Context: an optimization exercise on an open-source flow, tuned for small area, a short achievable clock period and few clock cycles per item. The choices shown serve that exercise and are no tape-out recipe.
Only simulation tests tie the RTL to the original design; equivalence was not proved.

## the previous run
Design sample_scope_position_stepper, start of the top module:
module sample_scope_position_stepper (
  input  wire logic                        clk_i,
  input  wire logic                        rst_ni,
  input  wire logic                        cfg_valid_i,
  output logic                             cfg_ready_o,
  input  wire logic [ssps_pkg::IDX_W-1:0]  cfg_index_i,
  input  wire logic [ssps_pkg::CFG_W-1:0]  cfg_data_i,
  input  wire logic                        s_axis_tvalid_i,
  output logic                             s_axis_tready_o,
  input  wire logic [ssps_pkg::IN_W-1:0]   s_axis_tdata_i,
  input  wire logic                        s_axis_tuser_i,
  output logic                             m_axis_tvalid_o,
  input  wire logic                        m_axis_tready_i,
  output logic [ssps_pkg::OUT_W-1:0]       m_axis_tdata_o
);
Settings: LEC_CHECK=0, CAP_MARGIN=20, CORE_MARGIN=2, CORE_UTILIZATION=40, SETUP_SLACK_MARGIN=2.5, SLEW_MARGIN=20; clock period 7.0 ns.
run.sh (not shown) runs the stock make flow with config.mk's settings and CLKGATE_MAP_FILE= SYNTH_SCRIPT=/design/flow/synth_recipe.tcl, a recipe that flattens the netlist after the stock synthesis.
Testbench counts of the previous run, summed over its fixed seeds: cycles 4,821, items 3,802.
--- input diff the previous run..the current run ---
- swapping 2.5 for 2 in SETUP_SLACK_MARGIN
==> run notes <==
Looking at cell with the largest stage delay on the worst path, the o21ai_0 result is from the current run; the dfrtp_4 one comes from the previous run.
Sort the current run and the previous run by first-pass iteration count of the detailed router, descending, and the current run comes first.
~same all-layer global routing usage in the current run and the previous run
The current run reports its critical path launch point as pos_q[26] while the previous run reports gop_q[0].
Count of vias placed by the detailed router shrinks slightly when moving from the previous run to the current run.

========
sample_scope_position_stepper, a different RTL version from the one above (not shown whole).
For scale: ~3,400 cells after synthesis, ~420 flip-flops, about 33,000 um^2 of cells after synthesis.
// sample_scope_position_stepper
module sample_scope_position_stepper (
  input  wire logic                        clk_i,
  input  wire logic                        rst_ni,
  input  wire logic                        cfg_valid_i,
  output logic                             cfg_ready_o,
  input  wire logic [ssps_pkg::IDX_W-1:0]  cfg_index_i,
  input  wire logic [ssps_pkg::CFG_W-1:0]  cfg_data_i,
  input  wire logic                        s_axis_tvalid_i,
  output logic                             s_axis_tready_o,
  input  wire logic [ssps_pkg::IN_W-1:0]   s_axis_tdata_i,
  input  wire logic                        s_axis_tuser_i,
  output logic                             m_axis_tvalid_o,
  input  wire logic                        m_axis_tready_i,
  output logic [ssps_pkg::OUT_W-1:0]       m_axis_tdata_o
);
clock: 7.0 ns
lec_check: 0
cap_margin: 20
core_margin: 2
core_utilization: 40
setup_slack_margin: 2.5
slew_margin: 20
The starting point finished with timing, DRC and antenna clean.
Testbench counts at the start, summed over its fixed seeds: cycles 4,885, items 3,802.
Change:
SETUP_SLACK_MARGIN = 2   (was 2.5)
The new run finished clean.
Sequential cell count is unchanged.
Hold slack improved by 0.011 ns.
Synthesized area does not change.
Cell count is lower by 2.4%.
Die area is unchanged.
Setup slack got worse by 0.30 ns.

========
Another version of the RTL of sample_scope_position_stepper (not shown whole).
Size in the first run: roughly 3400 cells after synthesis, about 400 flip-flops, ~140 I/O pins.
Settings: LEC_CHECK=0, CAP_MARGIN=20, CORE_MARGIN=2, CORE_UTILIZATION=40, SETUP_SLACK_MARGIN=3, SLEW_MARGIN=20; clock period 7.0 ns.
Testbench counts at the start, summed over its fixed seeds: cycles 4,945, items 3,802.
Then changed:
--- a/flow/config.mk
+++ b/flow/config.mk
@@ -11 +11 @@
-export SETUP_SLACK_MARGIN = 3
+export SETUP_SLACK_MARGIN = 2
What happened:
- setup slack improved by 250 ps
- routed wire length went down by 8.3%
- via count went down by 6.4%

========
## delta
sample_scope_position_stepper, a different RTL version from the one above (not shown whole).
Size: about 3300 cells after synthesis, ~390 flip-flops, about 140 I/O pins, ~31000 um^2 of cells after synthesis.
==> flow/config.mk <==
export PLATFORM = sky130hd
export DESIGN_NAME = sample_scope_position_stepper
export DESIGN_NICKNAME = sample_scope_position_stepper
export VERILOG_FILES = /design/flow/design.v
export SDC_FILE = /design/flow/constraint.sdc
export NUM_CORES = 4
export LEC_CHECK = 0
export CAP_MARGIN = 5
export CORE_MARGIN = 2
export CORE_UTILIZATION = 60
export SETUP_SLACK_MARGIN = 2
export SLEW_MARGIN = 5
==> flow/constraint.sdc <==
create_clock -name core_clock -period 7.0 [get_ports {clk_i}]
set_input_delay 1.4000 -clock core_clock [delete_from_list [all_inputs] [get_ports {clk_i}]]
set_output_delay 1.4000 -clock core_clock [all_outputs]
set_load 0.01 [all_outputs]
Testbench counts of delta, summed over its fixed seeds: cycles 4,821, items 3,802.
### delta -> violet
Settings: SLEW_MARGIN now 20, was 5; CORE_UTILIZATION now 40, was 60; CAP_MARGIN now 20, was 5.
### Flow results
- violet vs delta on routed wire length on met2: violet is the lower one.
- Post-route worst setup slack in violet is 0.16 ns above delta.
- Area of the die: violet > delta
- Re routed length on met1: violet is about 8% up on delta.

## port drivers added, routing unchanged
Ports are ideal in the flow. The routed layouts listed here were re-timed in OpenROAD.
Step 1: set_driving_cell puts a clkbuf_16 on clk_i and a buf_2 on each other input, an assumption about the parent block.
Step 2 adds t to the input delays and takes it off the output delays; t is the mean of the earliest and latest rising clock arrival at the registers after step 1. Input paths then give back, and output paths get back, about the clock's delay inside the block.
Three values: ideal, step 1, step 2; two values: the first two.
run	t, ns	setup WS [ns]	clock arrival spread, ns	worst data-port slew with drivers (ns)
the previous run	0.683	2.416 / 2.416 / 1.891	0.025 / 0.024	0.07
the current run	0.655	2.145 / 2.145 / 1.714	0.022 / 0.022	0.08
the first run of note 2	0.689	2.278 / 2.278 / 2.184	0.024 / 0.025	0.06
the second run of note 2	0.685	1.976 / 1.976 / 1.796	0.045 / 0.046	0.05
the first run of note 3	0.690	1.584 / 1.584 / 1.584	0.038 / 0.038	0.09
the second run of note 3	0.674	1.829 / 1.829 / 1.749	0.038 / 0.039	0.09
delta	0.663	1.962 / 1.962 / 1.542	0.044 / 0.044	0.07
violet	0.672	2.118 / 2.118 / 1.822	0.038 / 0.037	0.06
After both steps every run listed still meets setup and hold. For the previous run, which loses most, drivers alone change the setup slack by 0.000 ns; drivers and shift together by -0.525 ns.
